This is an optimization exercise on Yosys and OpenROAD, whose aim is small area, not a production implementation.
In this exercise RTL edits were held to simulation tests only and were not proved equivalent to the original.
Power is estimated from default activity; no workload was simulated.

==> flow/config.mk <==
export PLATFORM = sky130hd
export DESIGN_NAME = log_perf_ctrl
export DESIGN_NICKNAME = log_perf_ctrl
export VERILOG_FILES = /design/flow/design.v
export SDC_FILE = /design/flow/constraint.sdc
export NUM_CORES = 4
export LEC_CHECK = 0
export CAP_MARGIN = 20
export CORE_MARGIN = 2
export CORE_UTILIZATION = 70
export PLACE_DENSITY = 0.82
export SLEW_MARGIN = 20
export SYNTH_HIERARCHICAL = 1
==> flow/constraint.sdc <==
create_clock -name core_clock -period 7.0 [get_ports {clock}]
set_input_delay 1.4000 -clock core_clock [delete_from_list [all_inputs] [get_ports {clock}]]
set_output_delay 1.4000 -clock core_clock [all_outputs]
set_load 0.01 [all_outputs]
==> flow/design.v <==
module lpc_inv   (input logic a, output logic y);                           assign y = ~a;                 endmodule
module lpc_and2  (input logic a, input logic b, output logic y);            assign y = a & b;              endmodule
module lpc_and3  (input logic a, input logic b, input logic c, output logic y); assign y = a & b & c;      endmodule
module lpc_or2   (input logic a, input logic b, output logic y);            assign y = a | b;              endmodule
module lpc_nand2 (input logic a, input logic b, output logic y);            assign y = ~(a & b);           endmodule
module lpc_nor2  (input logic a, input logic b, output logic y);            assign y = ~(a | b);           endmodule
module lpc_xor2  (input logic a, input logic b, output logic y);            assign y = a ^ b;              endmodule
module lpc_xnor2 (input logic a, input logic b, output logic y);            assign y = ~(a ^ b);           endmodule
module lpc_nand3 (input logic a, input logic b, input logic c, output logic y); assign y = ~(a & b & c);   endmodule
module lpc_nor3  (input logic a, input logic b, input logic c, output logic y); assign y = ~(a | b | c);       endmodule
module lpc_nor4  (input logic a, input logic b, input logic c, input logic d, output logic y); assign y = ~(a | b | c | d); endmodule
module lpc_nand4 (input logic a, input logic b, input logic c, input logic d, output logic y); assign y = ~(a & b & c & d); endmodule
module lpc_and3b (input logic an, input logic b, input logic c, output logic y); assign y = ~an & b & c;   endmodule
module lpc_nor3b (input logic a, input logic b, input logic cn, output logic y); assign y = ~(a | b | ~cn); endmodule
module lpc_nand2b (input logic an, input logic b, output logic y);        assign y = ~(~an & b);          endmodule
module lpc_nor2b (input logic a, input logic bn, output logic y);          assign y = ~(a | ~bn);         endmodule
module lpc_mux2  (input logic s, input logic a0, input logic a1, output logic y); assign y = s ? a1 : a0;  endmodule
module lpc_mux2i (input logic s, input logic a0, input logic a1, output logic y); assign y = ~(s ? a1 : a0); endmodule
module lpc_a21oi (input logic a1, input logic a2, input logic b1, output logic y); assign y = ~((a1 & a2) | b1); endmodule
module lpc_a21o  (input logic a1, input logic a2, input logic b1, output logic y); assign y = (a1 & a2) | b1; endmodule
module lpc_a22oi (input logic a1, input logic a2, input logic b1, input logic b2, output logic y);
  assign y = ~((a1 & a2) | (b1 & b2));
endmodule
module lpc_a222oi (input logic a1, input logic a2, input logic b1, input logic b2, input logic c1, input logic c2,
                   output logic y);
  assign y = ~((a1 & a2) | (b1 & b2) | (c1 & c2));
endmodule
module lpc_maj3 (input logic a, input logic b, input logic c, output logic y);
  assign y = (a & b) | (c & (a | b));
endmodule
module lpc_ha (input logic a, input logic b, output logic s, output logic co);
  assign s  = a ^ b;
  assign co = a & b;
endmodule
module lpc_fa (input logic a, input logic b, input logic ci, output logic s, output logic co);
  assign s  = a ^ b ^ ci;
  assign co = (a & b) | (ci & (a ^ b));
endmodule
module lpc_lt #(
  parameter int unsigned W = 20
) (
  input  logic [W-1:0] tn,    
  input  logic [W-1:0] x,
  output logic         lt     
);
  localparam int unsigned L = W / 2;
  logic [L:0]   c;
  logic [W:L]   c0;
  logic [W-1:L] pn;          
  logic         p_all;
  lpc_and2 u_l0 (.a(tn[0]), .b(x[0]), .y(c[1]));
  for (genvar i = 1; i < L; i++) begin : g_lo
    lpc_maj3 u_m (.a(tn[i]), .b(x[i]), .c(c[i]), .y(c[i+1]));
  end
  lpc_and2 u_h0 (.a(tn[L]), .b(x[L]), .y(c0[L+1]));
  for (genvar i = L + 1; i < W; i++) begin : g_hi
    lpc_maj3 u_m0 (.a(tn[i]), .b(x[i]), .c(c0[i]), .y(c0[i+1]));
  end
  for (genvar i = L; i < W; i++) begin : g_pn
    lpc_nor2 u_p (.a(tn[i]), .b(x[i]), .y(pn[i]));
  end
  if (W - L == 10) begin : g_p10
    logic [2:0] pg;
    lpc_nor4 u_g0 (.a(pn[L]),   .b(pn[L+1]), .c(pn[L+2]), .d(pn[L+3]), .y(pg[0]));
    lpc_nor4 u_g1 (.a(pn[L+4]), .b(pn[L+5]), .c(pn[L+6]), .d(pn[L+7]), .y(pg[1]));
    lpc_nor2 u_g2 (.a(pn[L+8]), .b(pn[L+9]), .y(pg[2]));
    lpc_and3 u_p  (.a(pg[0]), .b(pg[1]), .c(pg[2]), .y(p_all));
  end else begin : g_pw
    assign p_all = ~|pn;
  end
  lpc_a21o u_sel (.a1(p_all), .a2(c[L]), .b1(c0[W]), .y(lt));
endmodule
module lpc_window #(
  parameter int unsigned W = 20
) (
  input  logic [W-1:0] timer_q,
  input  logic [W-1:0] log_begin,
  input  logic [W-1:0] log_end,
  output logic         log_en
);
  logic [W-1:0] tn;
  logic         lt_begin, lt_end;
  for (genvar i = 0; i < W; i++) begin : g_tn
    lpc_inv u_i (.a(timer_q[i]), .y(tn[i]));
  end
  lpc_lt #(.W(W)) u_b (.tn(tn), .x(log_begin), .lt(lt_begin));
  lpc_lt #(.W(W)) u_e (.tn(tn), .x(log_end),   .lt(lt_end));
  lpc_nor2b u_en (.a(lt_begin), .bn(lt_end), .y(log_en));
endmodule
module lpc_cnt_nxt #(
  parameter int unsigned CNT_W = 20,
  parameter int unsigned INC_W = 6
) (
  input  logic [CNT_W-1:0] acc,
  input  logic [INC_W-1:0] inc,
  input  logic             log_en,
  input  logic             clean_q,
  output logic [CNT_W-1:0] nxt
);
  localparam int unsigned HI_W = CNT_W - INC_W;
  logic [INC_W:0]   c;
  logic [INC_W-1:0] s;
  logic [HI_W:0]    p;        
  logic             t0;       
  logic             eon;      
  logic [INC_W-1:0] yn;
  logic [HI_W-1:0]  qn, hn;
  logic             en0n;
  lpc_and2  u_c1 (.a(acc[0]), .b(inc[0]), .y(c[1]));
  lpc_nand2 u_e0 (.a(log_en), .b(inc[0]), .y(en0n));
  lpc_xor2  u_s0 (.a(acc[0]), .b(en0n), .y(yn[0]));
  assign s[0] = 1'b0;   
  for (genvar b = 1; b < INC_W; b++) begin : g_add
    lpc_fa u_a (.a(acc[b]), .b(inc[b]), .ci(c[b]), .s(s[b]), .co(c[b+1]));
  end
  assign p[0] = 1'b1;
  lpc_and2 u_p2 (.a(acc[INC_W]), .b(acc[INC_W+1]), .y(p[2]));
  for (genvar b = 4; b <= HI_W; b += 2) begin : g_pre
    lpc_and3 u_p (.a(p[b-2]), .b(acc[INC_W+b-2]), .c(acc[INC_W+b-1]), .y(p[b]));
  end
  if (HI_W % 2 == 1) begin : g_pre_odd
    lpc_and2 u_p (.a(p[HI_W-1]), .b(acc[CNT_W-1]), .y(p[HI_W]));
  end
  for (genvar b = 1; b < HI_W; b += 2) begin : g_pre_nu
    assign p[b] = 1'b0;   
  end
  lpc_and3b u_t0 (.an(p[HI_W]), .b(log_en), .c(c[INC_W]), .y(t0));
  lpc_nand3 u_eo (.a(p[HI_W]), .b(log_en), .c(c[INC_W]), .y(eon));
  for (genvar b = 0; b < INC_W; b++) begin : g_lo
    if (b > 0) begin : g_m
      lpc_mux2i u_m (.s(log_en), .a0(acc[b]), .a1(s[b]), .y(yn[b]));
    end
    lpc_a21oi u_o (.a1(yn[b]), .a2(eon), .b1(clean_q), .y(nxt[b]));
  end
  lpc_xnor2 u_x0 (.a(acc[INC_W]), .b(t0), .y(hn[0]));
  lpc_nor2  u_n0 (.a(clean_q), .b(hn[0]), .y(nxt[INC_W]));
  for (genvar b = 1; b < HI_W; b++) begin : g_hi
    if (b == 1) begin : g_q1
      lpc_nand2 u_q (.a(t0), .b(acc[INC_W]), .y(qn[b]));
    end else if (b % 2 == 0) begin : g_qe
      lpc_nand2 u_q (.a(t0), .b(p[b]), .y(qn[b]));
    end else begin : g_qo
      lpc_nand3 u_q (.a(t0), .b(p[b-1]), .c(acc[INC_W+b-1]), .y(qn[b]));
    end
    lpc_xor2  u_x (.a(acc[INC_W+b]), .b(qn[b]), .y(hn[b]));
    lpc_nor2  u_n (.a(clean_q), .b(hn[b]), .y(nxt[INC_W+b]));
  end
endmodule
module lpc_timer_nxt #(
  parameter int unsigned W = 20
) (
  input  logic [W-1:0] t,
  output logic [W-1:0] nxt
);
  logic [W-1:0] c;
  lpc_inv u_i0 (.a(t[0]), .y(nxt[0]));
  assign c[1] = t[0];
  for (genvar b = 1; b < W - 1; b++) begin : g_inc
    lpc_ha u_h (.a(t[b]), .b(c[b]), .s(nxt[b]), .co(c[b+1]));
  end
  lpc_xor2 u_x (.a(t[W-1]), .b(c[W-1]), .y(nxt[W-1]));
endmodule
module lpc_period_nxt #(
  parameter int unsigned W = 16
) (
  input  logic [W-1:0] dump_period,
  input  logic [W-1:0] last,
  input  logic [W-1:0] rem,
  input  logic         first_n,     
  output logic [W-1:0] rem_nxt,
  output logic         auto_req
);
  localparam int unsigned G = W / 4;
  logic [W-1:0] x, dec;
  logic [W:0]   bwn;         
  logic [G-1:0] xg, zg, rg;
  logic         chg, chg_n, nz, is1, rld_n, rhi_n;
  for (genvar b = 0; b < W; b++) begin : g_x
    lpc_xor2 u_x (.a(dump_period[b]), .b(last[b]), .y(x[b]));
  end
  for (genvar g = 0; g < G; g++) begin : g_or
    lpc_nor4 u_xg (.a(x[4*g]), .b(x[4*g+1]), .c(x[4*g+2]), .d(x[4*g+3]), .y(xg[g]));
    lpc_nor4 u_zg (.a(dump_period[4*g]), .b(dump_period[4*g+1]),
                   .c(dump_period[4*g+2]), .d(dump_period[4*g+3]), .y(zg[g]));
  end
  lpc_nor4 u_r0 (.a(rem[1]),  .b(rem[2]),  .c(rem[3]),  .d(rem[4]),  .y(rg[0]));
  lpc_nor4 u_r1 (.a(rem[5]),  .b(rem[6]),  .c(rem[7]),  .d(rem[8]),  .y(rg[1]));
  lpc_nor4 u_r2 (.a(rem[9]),  .b(rem[10]), .c(rem[11]), .d(rem[12]), .y(rg[2]));
  lpc_nor3 u_r3 (.a(rem[13]), .b(rem[14]), .c(rem[15]), .y(rg[3]));
  lpc_nand4 u_chg (.a(xg[0]), .b(xg[1]), .c(xg[2]), .d(xg[3]), .y(chg));
  lpc_nand4 u_nz  (.a(zg[0]), .b(zg[1]), .c(zg[2]), .d(zg[3]), .y(nz));
  lpc_nand4 u_rhi (.a(rg[0]), .b(rg[1]), .c(rg[2]), .d(rg[3]), .y(rhi_n));
  lpc_nor2b u_is1 (.a(rhi_n), .bn(rem[0]), .y(is1));
  lpc_nor2b u_cn  (.a(chg), .bn(first_n), .y(chg_n));
  lpc_and3  u_ar  (.a(chg_n), .b(nz), .c(is1), .y(auto_req));
  lpc_and3b u_rld (.an(is1), .b(chg_n), .c(nz), .y(rld_n));
  assign bwn[0] = 1'b0;     
  assign bwn[1] = rem[0];
  for (genvar b = 1; b < W - 1; b++) begin : g_bw
    if (b % 2 == 1) begin : g_o
      lpc_nor2  u_b (.a(bwn[b]), .b(rem[b]), .y(bwn[b+1]));
    end else begin : g_e
      lpc_nand2b u_b (.an(rem[b]), .b(bwn[b]), .y(bwn[b+1]));
    end
  end
  assign bwn[W] = 1'b0;     
  lpc_inv u_d0 (.a(rem[0]), .y(dec[0]));
  for (genvar b = 1; b < W; b++) begin : g_dec
    if (b % 2 == 1) begin : g_o
      lpc_xnor2 u_d (.a(rem[b]), .b(bwn[b]), .y(dec[b]));
    end else begin : g_e
      lpc_xor2  u_d (.a(rem[b]), .b(bwn[b]), .y(dec[b]));
    end
  end
  for (genvar b = 0; b < W; b++) begin : g_mx
    lpc_mux2 u_m (.s(rld_n), .a0(dump_period[b]), .a1(dec[b]), .y(rem_nxt[b]));
  end
endmodule
module lpc_rd_bit (
  input  logic [7:0] d,
  input  logic [7:0] sel,
  output logic       y
);
  logic [2:0] n;
  lpc_a222oi u_0 (.a1(d[0]), .a2(sel[0]), .b1(d[1]), .b2(sel[1]), .c1(d[2]), .c2(sel[2]), .y(n[0]));
  lpc_a222oi u_1 (.a1(d[3]), .a2(sel[3]), .b1(d[4]), .b2(sel[4]), .c1(d[5]), .c2(sel[5]), .y(n[1]));
  lpc_a22oi  u_2 (.a1(d[6]), .a2(sel[6]), .b1(d[7]), .b2(sel[7]), .y(n[2]));
  lpc_nand3  u_3 (.a(n[0]), .b(n[1]), .c(n[2]), .y(y));
endmodule
module lpc_ctrl_nxt (
  input  logic       streaming,
  input  logic [2:0] idx,
  input  logic       dump_q,
  input  logic       overrun,
  input  logic       dump_req,
  input  logic       auto_req,
  input  logic       auto_clean,
  input  logic       clean_req,
  input  logic       out_ready,
  output logic       snap,
  output logic       streaming_nxt,
  output logic [2:0] idx_nxt,
  output logic       overrun_nxt,
  output logic       clean_nxt,
  output logic       last,
  output logic [7:0] sel
);
  logic dump_rq, adv, c1, c2, last_beat, stay;
  lpc_or2   u_rq (.a(dump_req), .b(auto_req), .y(dump_rq));
  lpc_nor2b u_sn (.a(streaming), .bn(dump_rq), .y(snap));
  lpc_a21o  u_ov (.a1(streaming), .a2(dump_rq), .b1(overrun), .y(overrun_nxt));
  lpc_a21o  u_cl (.a1(auto_clean), .a2(dump_q), .b1(clean_req), .y(clean_nxt));
  lpc_and2  u_ad (.a(streaming), .b(out_ready), .y(adv));
  lpc_ha    u_i0 (.a(idx[0]), .b(adv), .s(idx_nxt[0]), .co(c1));
  lpc_ha    u_i1 (.a(idx[1]), .b(c1), .s(idx_nxt[1]), .co(c2));
  lpc_xor2  u_i2 (.a(idx[2]), .b(c2), .y(idx_nxt[2]));
  lpc_and3  u_lb (.a(idx[0]), .b(idx[1]), .c(idx[2]), .y(last_beat));
  lpc_and2  u_ol (.a(streaming), .b(last_beat), .y(last));
  lpc_nand2 u_st (.a(out_ready), .b(last_beat), .y(stay));
  lpc_mux2  u_sm (.s(streaming), .a0(dump_rq), .a1(stay), .y(streaming_nxt));
  lpc_nor3  u_s0 (.a(idx[0]), .b(idx[1]), .c(idx[2]), .y(sel[0]));
  lpc_nor3b u_s1 (.a(idx[1]), .b(idx[2]), .cn(idx[0]), .y(sel[1]));
  lpc_nor3b u_s2 (.a(idx[0]), .b(idx[2]), .cn(idx[1]), .y(sel[2]));
  lpc_and3b u_s3 (.an(idx[2]), .b(idx[0]), .c(idx[1]), .y(sel[3]));
  lpc_nor3b u_s4 (.a(idx[0]), .b(idx[1]), .cn(idx[2]), .y(sel[4]));
  lpc_and3b u_s5 (.an(idx[1]), .b(idx[0]), .c(idx[2]), .y(sel[5]));
  lpc_and3b u_s6 (.an(idx[0]), .b(idx[1]), .c(idx[2]), .y(sel[6]));
  assign sel[7] = last_beat;
endmodule
module log_perf_ctrl #(
  parameter int unsigned NUM_CNT  = 8,
  parameter int unsigned CNT_W    = 20,
  parameter int unsigned INC_W    = 6,
  parameter int unsigned TIMER_W  = 20,
  parameter int unsigned PERIOD_W = 16,
  parameter int unsigned IDX_W    = (NUM_CNT > 1) ? $clog2(NUM_CNT) : 1
) (
  input  logic                     clock,
  input  logic                     reset,
  input  logic [NUM_CNT*INC_W-1:0] perf_inc,
  input  logic [TIMER_W-1:0]       log_begin,
  input  logic [TIMER_W-1:0]       log_end,
  input  logic [PERIOD_W-1:0]      dump_period,
  input  logic                     auto_clean,
  input  logic                     dump_req,
  input  logic                     clean_req,
  input  logic                     out_ready,
  output logic [TIMER_W-1:0]       timer,
  output logic                     logEnable,
  output logic                     clean,
  output logic                     dump,
  output logic                     out_valid,
  output logic [IDX_W-1:0]         out_idx,
  output logic [CNT_W-1:0]         out_data,
  output logic                     out_last,
  output logic                     dump_overrun
);
  logic [TIMER_W-1:0]  timer_q, timer_nxt;
  logic [PERIOD_W-1:0] period_rem, period_rem_nxt;
  logic [PERIOD_W-1:0] period_last;
  logic [IDX_W-1:0]    idx;           
  logic [IDX_W-1:0]    idx_nxt;
  logic [NUM_CNT-1:0]  sel;           
  logic                streaming, streaming_nxt;
  logic                first_n;       
  logic                overrun_nxt;
  logic                clean_nxt;
  logic                dump_q;
  logic                overrun;
  logic                clean_q;
  logic                snap;
  logic                log_en;
  logic                auto_req;
  logic [CNT_W-1:0]    acc     [NUM_CNT];
  logic [CNT_W-1:0]    acc_nxt [NUM_CNT];
  logic [CNT_W-1:0]    shadow  [NUM_CNT];
  lpc_window #(.W(TIMER_W)) u_win (
    .timer_q(timer_q), .log_begin(log_begin), .log_end(log_end), .log_en(log_en)
  );
  lpc_timer_nxt #(.W(TIMER_W)) u_tmr (.t(timer_q), .nxt(timer_nxt));
  lpc_period_nxt #(.W(PERIOD_W)) u_per (
    .dump_period(dump_period), .last(period_last), .rem(period_rem),
    .first_n(first_n), .rem_nxt(period_rem_nxt), .auto_req(auto_req)
  );
  lpc_ctrl_nxt u_ctl (
    .streaming(streaming), .idx(idx), .dump_q(dump_q), .overrun(overrun),
    .dump_req(dump_req), .auto_req(auto_req), .auto_clean(auto_clean),
    .clean_req(clean_req), .out_ready(out_ready), .snap(snap),
    .streaming_nxt(streaming_nxt), .idx_nxt(idx_nxt), .overrun_nxt(overrun_nxt),
    .clean_nxt(clean_nxt), .last(out_last), .sel(sel)
  );
  always_ff @(posedge clock) begin
    period_rem  <= period_rem_nxt;
    period_last <= dump_period;
  end
  always_ff @(posedge clock or negedge reset) begin
    if (!reset) begin
      timer_q     <= '0;
      first_n     <= 1'b0;
      streaming   <= 1'b0;
      idx         <= '0;
      dump_q      <= 1'b0;
      overrun     <= 1'b0;
      clean_q     <= 1'b0;
    end else begin
      timer_q     <= timer_nxt;
      first_n     <= 1'b1;
      dump_q      <= snap;
      clean_q     <= clean_nxt;
      overrun     <= overrun_nxt;
      streaming   <= streaming_nxt;
      idx         <= idx_nxt;
    end
  end
  for (genvar i = 0; i < NUM_CNT; i++) begin : g_cnt
    lpc_cnt_nxt #(.CNT_W(CNT_W), .INC_W(INC_W)) u_nxt (
      .acc(acc[i]), .inc(perf_inc[i*INC_W +: INC_W]), .log_en(log_en),
      .clean_q(clean_q), .nxt(acc_nxt[i])
    );
    always_ff @(posedge clock or negedge reset) begin
      if (!reset) acc[i] <= '0;
      else        acc[i] <= acc_nxt[i];
    end
    always_ff @(posedge clock) begin
      if (snap) shadow[i] <= acc[i];
    end
  end
  for (genvar b = 0; b < CNT_W; b++) begin : g_rd
    logic [NUM_CNT-1:0] d;
    for (genvar i = 0; i < NUM_CNT; i++) begin : g_d
      assign d[i] = shadow[i][b];
    end
    lpc_rd_bit u_rd (.d(d), .sel(sel), .y(out_data[b]));
  end
  assign timer        = timer_q;
  assign logEnable    = log_en;
  assign clean        = clean_q;
  assign dump         = dump_q;
  assign out_valid    = streaming;
  assign out_idx      = idx;
  assign dump_overrun = overrun;
endmodule
==> flow/flow/run.sh <==
#!/bin/bash
# Standard layout (the standard.sh) with these changes:
#  - port buffers use the smallest buffer cell;
#  - clock tree synthesis without dummy loads;
#  - after floorplan, combinational cells go to their smallest drive
#    strength (flow/downsize.tcl); later repair passes size up as needed.
set -euo pipefail
bash standard.sh \
  BUFFER_PORTS_ARGS="-buffer_cell sky130_fd_sc_hd__buf_1" \
  CTS_ARGS="-sink_clustering_enable -repair_clock_nets -dont_use_dummy_load -buf_list sky130_fd_sc_hd__clkbuf_4 -sink_clustering_size 10 -sink_clustering_max_diameter 60" \
  POST_FLOORPLAN_TCL="$PWD/flow/downsize.tcl" \
  finish > standard.log 2>&1
==> flow/flow/downsize.tcl <==
# POST_FLOORPLAN hook: put every combinational cell at the smallest drive
# strength of its function. The resizer's later repair_design and
# repair_timing passes size up again wherever slew, load or timing need it.
set block [ord::get_db_block]
set db [ord::get_db]
set skip {^(df|edf|sdf|sedf|dl|conb|tap|fill|decap|probe|lpflow|clk)}
set count 0
foreach inst [$block getInsts] {
  set name [[$inst getMaster] getName]
  if {![regexp {^sky130_fd_sc_hd__([a-z0-9]+)_([0-9]+)$} $name -> base drive]} { continue }
  if {[regexp $skip $base]} { continue }
  set best $name
  set best_area [expr {[[$inst getMaster] getWidth] * [[$inst getMaster] getHeight]}]
  foreach d {0 1} {
    set m [$db findMaster sky130_fd_sc_hd__${base}_$d]
    if {$m eq "NULL" || $m eq ""} { continue }
    set a [expr {[$m getWidth] * [$m getHeight]}]
    if {$a < $best_area} {
      set best [$m getName]
      set best_area $a
    }
  }
  if {$best ne $name} {
    replace_cell [$inst getName] $best
    incr count
  }
}
puts "downsize: replaced $count cells"
==> flow/standard.sh <==
#!/bin/bash
# synth_recipe.tcl (not shown) runs the flow's synth.tcl, then flattens the netlist and writes it again
# the make line also repeats each setting of config.mk as NAME=value (left out here)
make -C /OpenROAD-flow-scripts/flow DESIGN_CONFIG=/design/flow/config.mk WORK_HOME=/design/flow/orfs CLKGATE_MAP_FILE= SYNTH_SCRIPT=/design/flow/synth_recipe.tcl "${@:-finish}"
==> results.yml <==
synth:
  yosys.area_share.adder_pct: 8.62
  synth-simple-area-share_pct: 12.4
  synth_mux_area_share_pct: 3.88
  synth_async_sr_flop_share_pct: 49.5
  synth.distinct_cells: 30
  synth_enable_flop_cells: 160
  synth_compound_area_share_pct: 6.52
  synth_top_family_by_area: "simple AND/OR/NAND/NOR gates"
  syn_avg_cell_area_um2: 13.8
  syn_area_mm2: 0.0169
  syn_nets: 1395
  ys_seq_area_share_pct: 60.1
  ys_ff_latch: 380
  yosys.area_share.xor_xnor_pct: 7.94
  synth_flop_cell: "dfrtp_1"
  synthesis.instances: 1225
  yosys_warnings: 12
floorplan:
  die_h_um: 159
  start_util_pct: 71.5
  io_pins: 159
  die_w_um: 159
  rows: 56
  dieArea_mm2: 0.0254
  core_mm2: 0.0236
cells_and_area:
  area_delta_synth_final_pct: 5.77
  most-common-layout-cells: "dfrtp_1, edfxtp_1, buf_1"
  layout_commonest_cell: "dfrtp_1"
  layout-drive-gt1-share_pct: 4.58
  layout.nets: 1612
global_routing:
  grt-ovfl-total: 0
  grt_pass1_vias: 10500
  antenna_found_initial: 1
  grt_max_degree: 162
  grt_pass1_wl_mm: 53.2
  grt_usage_pct: 26.0
critical_path:
  critPathRequiredTime_ns: 5.60
  timing.rr.end: "acc[2][17]$_DFF_PN0_"
  cp.arrival_ns: 5.41
  path_max_fanout: 2
  reg2reg_from: "timer_q[10]$_DFF_PN0_"
  criticalPathCategory: "input pin to output port"
  rr_worst_depth: 19
  startpoint: "log_begin[0]"
  crit_path_end_kind: "output port"
  start_kind: "input pin"
  rrSetupSlack_ns: 1.33
route:
  num_vias: 10400
  wl_per_cell_um: 18.1
  drt-total-wl_mm: 31.8
  drtPass1Iterations: 11
  ant_nets: 0
  drc: 0
  drt_iter0_markers: 1061
  viasPerCell: 5.89
pwr:
  p_leak_nw: 6.98
  pwr-share-seq_pct: 59.4
  sw_frac_of_total_pct: 30.1
  ir_drop_v: 0.000225
  power_frac_clock_pct: 22.0
  pwr-share-comb_pct: 18.6
  p_sw_mw: 1.28
  p_per_area_mw_per_mm2: 239
  p_int_mw: 2.99
  fin_total_pwr_mw: 4.27
timing:
  setup_viol: 0
  skew_ns: 0.0252
  finalSetupTns_ns: 0
  fmax_mhz: 147
  worst_pin_slew_ns: 0.944
  slew_headroom_pct: 37.1
  slew_violations: 0
  period_minus_slack_ns: 6.81
  hold_viol_final: 0
  rsz0062_at_grt: "no"
  finalCritPeriodShare_pct: 97.3
clocking:
  clkLatencyLatePin_ns: 0.67
  post_cts_buffers: 0
  root_buffer: "clkbuf_4"
  clkTransAtPathRegs_ns: 0.11
  cts_buffer_depth: 3
  cts_tree: "yes"
  hold_buffers: 0
  numCtsBuffers: 43
  cts_num_sinks: 380
  cts_htree_levels: 2
  cts_resized: 0
hold_path:
  min_delay_worst_endpoint: "overrun$_DFF_PN0_"
  whs_path_depth: 1
  hp-start: "overrun$_DFF_PN0_"
  hold_path.class: "flop to flop"
flow_run:
  max-cap-violations: 0
place:
  dp_hpwl_mm: 21.4
  gp_congestion: 0.830
  port_buffers: 158
run_status:
  status: "complete, no violations"
-- registers in the layout, summed over array words and instances (netlist names) --
signal,count
streaming,1
shadow,160
idx,3
timer_q,20
clean_q,1
period_last,16
period_rem,16
first_n,1
overrun,1
dump_q,1
acc,160
-- per-stage QoR --
step                hold WS (ns)  worst slack [ns]  area [um^2]  std cells  util [%]
floorplan                  0.458            0.0370        16900       1225         -
CTS                        0.481             0.201        17800       1759      75.6
global route               0.488            0.0395        17900       1760      75.6
finish                     0.480             0.188        17900       1760      75.6
global placement           0.436             0.255        17500       1716      74.2
detailed placement         0.456             0.200        17500       1716      74.2
-- Yosys cell counts (all sizes together), types with 2 or more instances --
cell type	count	area share, %
nor2	141	3.1
dfxtp	32	3.8
and3	52	1.9
nor2b	4	0.33
a21oi	48	2.5
nand2b	7	0.26
mux2i	40	2.4
edfxtp	160	28
ha	20	1.5
nor3	2	0.12
and2	22	0.81
maj3	36	2.4
a222oi	40	2.4
nand4	3	0.11
and3b	12	0.62
a21o	4	0.18
nand3	76	2.3
xor2	137	7.1
nand2	65	1.4
nor3b	3	0.22
xnor2	16	0.83
fa	40	4.7
nor4	15	1.1
inv	22	0.49
a22oi	20	1.5
mux2	17	1.5
dfrtp	188	28
-- cell type report --
class,count,area (um^2)
flip-flops and latches,380,10200
multi-input cells,822,6150
fillers,1587,5750
repair buffers,173,751
well taps,319,399
clock buffers,43,323
inverters,22,82.6
diodes,1,2.50
-- logic make-up (layout without fill, tap and decap cells) --
family / Yosys count / in the layout
AOI/OAI and AO/OA: 112 / 112
xor gates and xnor gates: 153 / 153
adders and majority gates: 96 / 96
buffers and inverters: 23 / 238
DFF: 380 / 380
muxes: 57 / 57
other: 1 / 2
and+or+nand+nor: 403 / 403
-- power by group through the flow --
stage	registers [mW]	logic (mW)	clock network [mW]
after floorplan	2.59	0.451	0
after global placement	2.57	0.766	0
after detailed placement	2.58	0.783	0
after CTS	2.53	0.786	0.969
after global routing	2.55	0.855	1.04
final	2.54	0.794	0.937
-- critical path, cell delays in order --
cell     delay [ns]
buf_1          0.07
and2_1         0.13
maj3_1         0.36
maj3_1         0.36
maj3_1         0.36
maj3_1         0.37
maj3_1         0.37
maj3_1         0.36
maj3_1         0.36
maj3_1         0.36
maj3_1         0.39
a21o_1         0.20
nor2b_4        0.15
buf_1          0.17
-- worst max-delay path by stage --
stage,end,slack [ns],cells past startpoint
floorplan,logEnable,0.04,12
detailed placement,logEnable,0.20,14
global placement,logEnable,0.25,14
finish,logEnable,0.19,14
CTS,logEnable,0.20,14
global route,logEnable,0.04,14
-- per-module statistics from Yosys (local to each module, per instance), excerpt --
module	cell area, um^2	flip-flops and latches	cells	times used
lpc_a22oi	12.5	0	1	20
lpc_and2	6.26	0	1	22
lpc_nand2	3.75	0	1	65
lpc_mux2i	10.0	0	1	40
lpc_and3b	8.76	0	1	12
log_perf_ctrl	10200	380	381	1
lpc_a21o	7.51	0	1	4
lpc_xnor2	8.76	0	1	16
lpc_nor4	12.5	0	1	15
lpc_a21oi	8.76	0	1	48
lpc_nor3b	12.5	0	1	3
lpc_nor2b	13.8	0	1	4
-- routing by layer --
| metal | track usage [%] | wire length [um] |
|---|---|---|
| met5 | 0 | 0 |
| met4 | 8.10 | 747 |
| met3 | 4.01 | 2020 |
| met2 | 41.6 | 15300 |
| met1 | 37.7 | 13700 |

re-timing with driven ports:
How much do the figures lean on ideal ports? The routed layout below was timed once more, with nothing changed but the port constraints.
Step 1: set_driving_cell puts a clkbuf_16 on clock and a buf_2 on each other input, an assumption about the parent block.
Step 2 times the ports against the registers' clock, not the clock port: input delays grow and output delays shrink by t, the midpoint of the rising clock arrivals with the driver on.
a / b / c = ideal ports / drivers / drivers and shift; a / b = the first two.
shift t [ns]: 0.702
slack for setup (ns): 0.188 / 0.162 / 0.162
worst setup path after step 2: input to output
After both steps this run still meets setup and hold. For this run, drivers alone change the setup slack by -0.026 ns; drivers and shift together by -0.026 ns.
